From an optimization exercise on the open Yosys and OpenROAD flow, aimed at small area, a short achievable clock period and few clock cycles; shortcuts taken in it are not production practice.
Where RTL was checked, it was by simulation tests only, not by an equivalence proof against the original.
No activity file was given, so power comes from the tool's default toggle rates.

==> flow/design.v <==
package slpm_pkg;
    typedef enum logic [2:0] {
        REQ_CLEAR   = 3'd0,
        REQ_ELEMENT = 3'd1,
        REQ_RANGE   = 3'd2,
        REQ_BYTE    = 3'd3,
        REQ_END     = 3'd4
    } req_code_t;
    typedef struct packed {
        logic [2:0] req_type;
        logic       is_percent;
        logic       negate;
        logic [7:0] range_low;
        logic [7:0] range_high;
        logic [7:0] value_byte;
    } item_t;
    typedef struct packed {
        logic matched;
        logic pattern_error;
    } result_t;
    typedef struct packed {
        logic       new_elem;
        logic       add_range;
        logic       is_percent;
        logic       negate;
        logic [7:0] range_low;
        logic [7:0] range_high;
    } cell_wr_t;
endpackage
module slpm_cell #(
    parameter int MAX_RANGES = 4
) (
    input  logic       clk,
    input  logic       create,        
    input  logic       wr_slot,       
    input  logic       is_percent,
    input  logic       negate,
    input  logic [7:0] range_low,     
    input  logic [7:0] range_high,
    input  logic [3:0] byte_lo,       
    input  logic [3:0] byte_lo_n,     
    input  logic [3:0] byte_hi,       
    input  logic [3:0] byte_hi_n,     
    output logic       pct,
    output logic       neg,
    output logic       any_hit        
);
    localparam int MR = MAX_RANGES;
    logic       pct_reg;
    logic       neg_reg;
    logic [7:0] lo_reg [MR];
    logic [7:0] hi_reg [MR];
    logic [MR-1:0] c_lo, c_hi;            
    logic [MR-1:0] c_lo_reg, c_hi_reg;    
    logic [MR-1:0] in_rng;
    function automatic logic le4(input logic [3:0] a_n, input logic [3:0] b,
                                 input logic c_in);
        logic c;
        c = c_in;
        for (int i = 0; i < 4; i++)
            c = (b[i] & a_n[i]) | (c & (b[i] | a_n[i]));
        le4 = c;
    endfunction
    always_ff @(posedge clk)
    begin
        if (create)
        begin
            pct_reg <= is_percent;
            neg_reg <= negate;
        end
    end
    always_ff @(posedge clk)
    begin
        if (wr_slot)
        begin
            lo_reg[0] <= range_low;
            hi_reg[0] <= range_high;
        end
        else
        begin
            lo_reg[0] <= lo_reg[MR-1];
            hi_reg[0] <= hi_reg[MR-1];
        end
        for (int k = 1; k < MR; k++)
        begin
            lo_reg[k] <= {lo_reg[k-1][7] | create, lo_reg[k-1][6:0]};
            hi_reg[k] <= {hi_reg[k-1][7] & !create, hi_reg[k-1][6:0]};
        end
    end
    for (genvar r = 0; r < MR; r++)
    begin : g_lo
        assign c_lo[r] = le4(~lo_reg[r][3:0], byte_lo, 1'b1);
        assign c_hi[r] = le4(byte_lo_n, hi_reg[r][3:0], 1'b1);
    end
    always_ff @(posedge clk)
    begin
        c_lo_reg <= {c_lo[MR-2:0], c_lo[MR-1]};
        c_hi_reg <= {c_hi[MR-2:0], c_hi[MR-1]};
    end
    for (genvar r = 0; r < MR; r++)
    begin : g_hi
        assign in_rng[r] = le4(~lo_reg[r][7:4], byte_hi, c_lo_reg[r]) &&
                           le4(byte_hi_n, hi_reg[r][7:4], c_hi_reg[r]);
    end
    assign pct     = pct_reg;
    assign neg     = neg_reg;
    assign any_hit = |in_rng;
endmodule
module sql_like_pattern_matcher #(
    parameter int MAX_ELEMENTS = 32,
    parameter int MAX_RANGES   = 4
) (
    input  logic        clk,
    input  logic        rst_n,
    input  logic        item_valid,
    output logic        item_ready,
    input  logic [2:0]  item_req_type,
    input  logic        item_is_percent,
    input  logic        item_negate,
    input  logic [7:0]  item_range_low,
    input  logic [7:0]  item_range_high,
    input  logic [7:0]  item_value_byte,
    output logic        result_valid,
    input  logic        result_ready,
    output logic        result_matched,
    output logic        result_pattern_error
);
    localparam int ME = MAX_ELEMENTS;
    localparam int MR = MAX_RANGES;
    localparam int NP = ME + 1;
    localparam int LV = $clog2(NP);
    localparam int RQ_DEPTH = 5;
    localparam int TW = $clog2(RQ_DEPTH + 1);
    logic       ready_reg;      
    logic       stall_reg;      
    logic       s1_valid;
    logic [2:0] s1_type;
    logic       s1_pct, s1_neg;
    logic [7:0] s1_lo, s1_hi;
    logic [3:0] s1_blo, s1_blo_n, s1_bhi;
    logic       s1_clear, s1_elem, s1_range, s1_byte_req, s1_end;
    logic       s1_stall;
    logic       take;
    assign take = item_valid && ready_reg;
    always_ff @(posedge clk or negedge rst_n)
    begin
        if (!rst_n)
            s1_valid <= 1'b0;
        else
            s1_valid <= stall_reg || take;
    end
    always_ff @(posedge clk)
    begin
        if (!stall_reg)
        begin
            s1_type <= item_req_type;
            s1_pct  <= item_is_percent;
            s1_neg  <= item_negate;
            s1_lo   <= item_range_low;
            s1_hi   <= item_range_high;
            s1_blo   <= item_value_byte[3:0];
            s1_blo_n <= ~item_value_byte[3:0];
            s1_bhi   <= item_value_byte[7:4];
        end
    end
    assign s1_clear    = s1_valid && (s1_type == slpm_pkg::REQ_CLEAR);
    assign s1_elem     = s1_valid && (s1_type == slpm_pkg::REQ_ELEMENT);
    assign s1_range    = s1_valid && (s1_type == slpm_pkg::REQ_RANGE);
    assign s1_byte_req = s1_valid && (s1_type == slpm_pkg::REQ_BYTE);
    assign s1_end      = s1_valid && (s1_type == slpm_pkg::REQ_END);
    logic [ME-1:0] elem_mask, elem_mask_d;
    logic [MR-1:0] slot_used, slot_used_d;
    logic          ovf_reg;
    logic          elem_full, rng_full, range_ok;
    logic          new_elem, wr_range;
    logic [ME-1:0] sel_new, sel_last;
    assign elem_full = elem_mask[ME-1];
    assign rng_full  = &slot_used;
    assign range_ok  = elem_mask[0] && !rng_full;
    assign s1_stall  = s1_range && range_ok && slot_used[MR-1];
    assign new_elem  = s1_elem && !elem_full;
    assign wr_range  = s1_range && range_ok && !slot_used[MR-1];
    for (genvar e = 0; e < ME; e++)
    begin : g_sel
        if (e == 0)
            assign sel_new[e] = !elem_mask[0];
        else
            assign sel_new[e] = elem_mask[e-1] && !elem_mask[e];
        if (e == ME - 1)
            assign sel_last[e] = elem_mask[e];
        else
            assign sel_last[e] = elem_mask[e] && !elem_mask[e+1];
    end
    always_comb
    begin
        elem_mask_d = elem_mask;
        if (s1_clear)
            elem_mask_d = '0;
        else if (new_elem)
            elem_mask_d = {elem_mask[ME-2:0], 1'b1};
        if (new_elem)
            slot_used_d = '0;
        else
            slot_used_d = {slot_used[MR-2:0], slot_used[MR-1] | wr_range};
    end
    always_ff @(posedge clk or negedge rst_n)
    begin
        if (!rst_n)
        begin
            elem_mask <= '0;
            ovf_reg   <= 1'b0;
        end
        else
        begin
            elem_mask <= elem_mask_d;
            if (s1_clear)
                ovf_reg <= 1'b0;
            else if ((s1_elem && elem_full) || (s1_range && !range_ok))
                ovf_reg <= 1'b1;
        end
    end
    always_ff @(posedge clk)
        slot_used <= slot_used_d;
    logic [7:0]    wr_lo, wr_hi;
    logic [ME-1:0] cell_pct, cell_neg, cell_any;
    logic [3:0]    s2_bhi, s2_bhi_n;
    assign wr_lo = {s1_lo[7] | s1_elem, s1_lo[6:0]};
    assign wr_hi = {s1_hi[7] & !s1_elem, s1_hi[6:0]};
    for (genvar e = 0; e < ME; e++)
    begin : g_cell
        slpm_cell #(
            .MAX_RANGES (MR)
        ) u_cell (
            .clk        (clk),
            .create     (new_elem && sel_new[e]),
            .wr_slot    ((new_elem && sel_new[e]) || (wr_range && sel_last[e])),
            .is_percent (s1_pct),
            .negate     (s1_neg),
            .range_low  (wr_lo),
            .range_high (wr_hi),
            .byte_lo    (s1_blo),
            .byte_lo_n  (s1_blo_n),
            .byte_hi    (s2_bhi),
            .byte_hi_n  (s2_bhi_n),
            .pct        (cell_pct[e]),
            .neg        (cell_neg[e]),
            .any_hit    (cell_any[e])
        );
    end
    logic          s1_range_d, stall_d, pop;
    logic [TW-1:0] ends_reg, ends_d;    
    logic          rq_head_valid;
    assign pop        = rq_head_valid && result_ready;
    assign ends_d     = ends_reg + TW'(take && item_req_type == slpm_pkg::REQ_END) - TW'(pop);
    assign s1_range_d = stall_reg || (take && item_req_type == slpm_pkg::REQ_RANGE);
    assign stall_d    = s1_range_d && !(&slot_used_d) && slot_used_d[MR-1] &&
                        !s1_clear && (elem_mask[0] || new_elem);
    always_ff @(posedge clk or negedge rst_n)
    begin
        if (!rst_n)
        begin
            ends_reg  <= '0;
            ready_reg <= 1'b1;
            stall_reg <= 1'b0;
        end
        else
        begin
            ends_reg  <= ends_d;
            ready_reg <= !stall_d && (ends_d < TW'(RQ_DEPTH));
            stall_reg <= stall_d;
        end
    end
    assign item_ready = ready_reg;
    logic          s2_byte, s2_end, s2_clear;
    logic          s3_byte, s3_end, s3_clear;
    logic [ME-1:0] s3_any;
    logic [ME-1:0] elem_mask_p;     
    logic          ovf_p;           
    always_ff @(posedge clk or negedge rst_n)
    begin
        if (!rst_n)
        begin
            s2_byte  <= 1'b0;
            s2_end   <= 1'b0;
            s2_clear <= 1'b0;
            s3_byte  <= 1'b0;
            s3_end   <= 1'b0;
            s3_clear <= 1'b0;
        end
        else
        begin
            s2_byte  <= s1_byte_req;
            s2_end   <= s1_end;
            s2_clear <= s1_clear;
            s3_byte  <= s2_byte;
            s3_end   <= s2_end;
            s3_clear <= s2_clear;
        end
    end
    always_ff @(posedge clk)
    begin
        s2_bhi      <= s1_bhi;
        s2_bhi_n    <= ~s1_bhi;
        s3_any      <= cell_any;
        elem_mask_p <= elem_mask;
        ovf_p       <= ovf_reg;
    end
    logic [NP-1:0] act_reg;
    logic [NP-1:0] kg [LV+1];
    logic [NP-1:0] kp [LV+1];
    logic [NP-1:0] closed, step_next, end_pos;
    logic [ME-1:0] lpct, adv;
    logic          matched;
    assign lpct = cell_pct & elem_mask_p;
    assign adv  = elem_mask_p & ~cell_pct & (s3_any ^ cell_neg);
    always_comb
    begin
        kg[0] = act_reg;
        kp[0] = {lpct, 1'b0};
        for (int k = 0; k < LV; k++)
        begin
            for (int j = 0; j < NP; j++)
            begin
                if (j >= (1 << k))
                begin
                    kg[k+1][j] = kg[k][j] || (kp[k][j] && kg[k][j-(1<<k)]);
                    kp[k+1][j] = kp[k][j] && kp[k][j-(1<<k)];
                end
                else
                begin
                    kg[k+1][j] = kg[k][j];
                    kp[k+1][j] = kp[k][j];
                end
            end
        end
    end
    assign closed = kg[LV];
    assign step_next = ({1'b0, closed[ME-1:0] & lpct}) | ({closed[ME-1:0] & adv, 1'b0});
    assign end_pos = {elem_mask_p, 1'b1} & ~{1'b0, elem_mask_p};
    assign matched = |(closed & end_pos);
    always_ff @(posedge clk or negedge rst_n)
    begin
        if (!rst_n)
            act_reg <= NP'(1);
        else if (s3_end || s3_clear)
            act_reg <= NP'(1);
        else if (s3_byte)
            act_reg <= step_next;
    end
    logic s4_end;
    logic s4_matched, s4_error;
    always_ff @(posedge clk or negedge rst_n)
    begin
        if (!rst_n)
            s4_end <= 1'b0;
        else
            s4_end <= s3_end;
    end
    always_ff @(posedge clk)
    begin
        s4_matched <= matched;
        s4_error   <= ovf_p;
    end
    logic [RQ_DEPTH-1:0] rq_valid;
    logic [1:0]          rq_data [RQ_DEPTH];
    logic [RQ_DEPTH-1:0] rq_valid_sh;
    logic [1:0]          rq_data_sh [RQ_DEPTH];
    assign rq_head_valid = rq_valid[0];
    always_comb
    begin
        for (int k = 0; k < RQ_DEPTH; k++)
        begin
            if (pop)
            begin
                rq_valid_sh[k] = (k + 1 < RQ_DEPTH) ? rq_valid[(k+1) % RQ_DEPTH] : 1'b0;
                rq_data_sh[k]  = (k + 1 < RQ_DEPTH) ? rq_data[(k+1) % RQ_DEPTH] : rq_data[k];
            end
            else
            begin
                rq_valid_sh[k] = rq_valid[k];
                rq_data_sh[k]  = rq_data[k];
            end
        end
    end
    always_ff @(posedge clk or negedge rst_n)
    begin
        if (!rst_n)
            rq_valid <= '0;
        else
        begin
            for (int k = 0; k < RQ_DEPTH; k++)
                rq_valid[k] <= rq_valid_sh[k] ||
                               (s4_end && (k == 0 || rq_valid_sh[(k+RQ_DEPTH-1) % RQ_DEPTH]));
        end
    end
    always_ff @(posedge clk)
    begin
        for (int k = 0; k < RQ_DEPTH; k++)
        begin
            if (s4_end && !rq_valid_sh[k] && (k == 0 || rq_valid_sh[(k+RQ_DEPTH-1) % RQ_DEPTH]))
                rq_data[k] <= {s4_matched, s4_error};
            else
                rq_data[k] <= rq_data_sh[k];
        end
    end
    assign result_valid         = rq_valid[0];
    assign result_matched       = rq_data[0][1];
    assign result_pattern_error = rq_data[0][0];
endmodule
==> flow/config.mk <==
export PLATFORM = sky130hd
export DESIGN_NAME = sql_like_pattern_matcher
export DESIGN_NICKNAME = sql_like_pattern_matcher
export VERILOG_FILES = /design/flow/design.v
export SDC_FILE = /design/flow/constraint.sdc
export NUM_CORES = 4
export LEC_CHECK = 0
export CAP_MARGIN = 20
export CORE_MARGIN = 2
export CORE_UTILIZATION = 55
export PLACE_DENSITY = 0.65
export SETUP_SLACK_MARGIN = 4.5
export SLEW_MARGIN = 20
==> flow/constraint.sdc <==
create_clock -name core_clock -period 7.0 [get_ports {clk}]
set_input_delay 1.4000 -clock core_clock [delete_from_list [all_inputs] [get_ports {clk}]]
set_output_delay 1.4000 -clock core_clock [all_outputs]
set_load 0.01 [all_outputs]
run.sh (not shown) runs the stock make flow with config.mk's settings and CLKGATE_MAP_FILE= SYNTH_SCRIPT=/design/flow/synth_recipe.tcl, a recipe that flattens the netlist after the stock synthesis.
Testbench counts at the start, summed over its fixed seeds: cycles 53,318.
Change:
--- a/flow/design.v
+++ b/flow/design.v
@@ -128,14 +128,13 @@
     localparam int ME = MAX_ELEMENTS;
     localparam int MR = MAX_RANGES;
     localparam int NP = ME + 1;
     localparam int LV = $clog2(NP);
     localparam int RQ_DEPTH = 5;
     localparam int TW = $clog2(RQ_DEPTH + 1);
-    logic       ready_reg;      
-    logic       stall_reg;      
+    logic       ready_reg;
     logic       s1_valid;
     logic [2:0] s1_type;
     logic       s1_pct, s1_neg;
     logic [7:0] s1_lo, s1_hi;
     logic [3:0] s1_blo, s1_blo_n, s1_bhi;
     logic       s1_clear, s1_elem, s1_range, s1_byte_req, s1_end;
@@ -144,17 +143,17 @@
     assign take = item_valid && ready_reg;
     always_ff @(posedge clk or negedge rst_n)
     begin
         if (!rst_n)
             s1_valid <= 1'b0;
         else
-            s1_valid <= stall_reg || take;
+            s1_valid <= ready_reg ? item_valid : s1_stall;
     end
     always_ff @(posedge clk)
     begin
-        if (!stall_reg)
+        if (ready_reg)
         begin
             s1_type <= item_req_type;
             s1_pct  <= item_is_percent;
             s1_neg  <= item_negate;
             s1_lo   <= item_range_low;
             s1_hi   <= item_range_high;
@@ -249,28 +248,26 @@
     end
     logic          s1_range_d, stall_d, pop;
     logic [TW-1:0] ends_reg, ends_d;    
     logic          rq_head_valid;
     assign pop        = rq_head_valid && result_ready;
     assign ends_d     = ends_reg + TW'(take && item_req_type == slpm_pkg::REQ_END) - TW'(pop);
-    assign s1_range_d = stall_reg || (take && item_req_type == slpm_pkg::REQ_RANGE);
+    assign s1_range_d = ready_reg ? (item_valid && item_req_type == slpm_pkg::REQ_RANGE) : s1_stall;
     assign stall_d    = s1_range_d && !(&slot_used_d) && slot_used_d[MR-1] &&
                         !s1_clear && (elem_mask[0] || new_elem);
     always_ff @(posedge clk or negedge rst_n)
     begin
         if (!rst_n)
         begin
             ends_reg  <= '0;
             ready_reg <= 1'b1;
-            stall_reg <= 1'b0;
         end
         else
         begin
             ends_reg  <= ends_d;
             ready_reg <= !stall_d && (ends_d < TW'(RQ_DEPTH));
-            stall_reg <= stall_d;
         end
     end
     assign item_ready = ready_reg;
     logic          s2_byte, s2_end, s2_clear;
     logic          s3_byte, s3_end, s3_clear;
     logic [ME-1:0] s3_any;
Outcome: Power increases by about a fifth; cell count stays flat; worst setup slack degrades by 0.18 ns; flip-flop and latch count decreases by 1; clock skew decreases by 0.021 ns; final area hardly moves; via count is about the same; wire length decreases slightly.
For the second run of this note, only the layout was checked, not whether the RTL still works.

[port drivers added, routing unchanged]
In the flow no input, the clock included, has a driving cell. The finished layouts below were timed again as built, in two steps. Step 1 assumes that a clkbuf_16 drives the clock port and a buf_2 every other input. Step 2 times the ports against the registers' clock, not the clock port: input delays grow and output delays shrink by t, the midpoint of the rising clock arrivals with the driver on. Slacks: no drivers / after step 1 / after step 2; pairs: no drivers / after step 1.
run	shift t [ns]	setup slack, ns	slew at the worst register clock pin (ns)	worst slew at a driven data input, ns	pins driven straight from the clock port
the first run	0.939	4.025 / 3.936 / 3.746	0.07 / 0.07	0.04	1
the second run	0.974	3.842 / 3.758 / 3.705	0.06 / 0.06	0.04	1
After both steps every run listed still meets setup and hold. The setup slack of the first run, which loses most, moves by -0.089 ns with the drivers and by -0.279 ns with both steps.
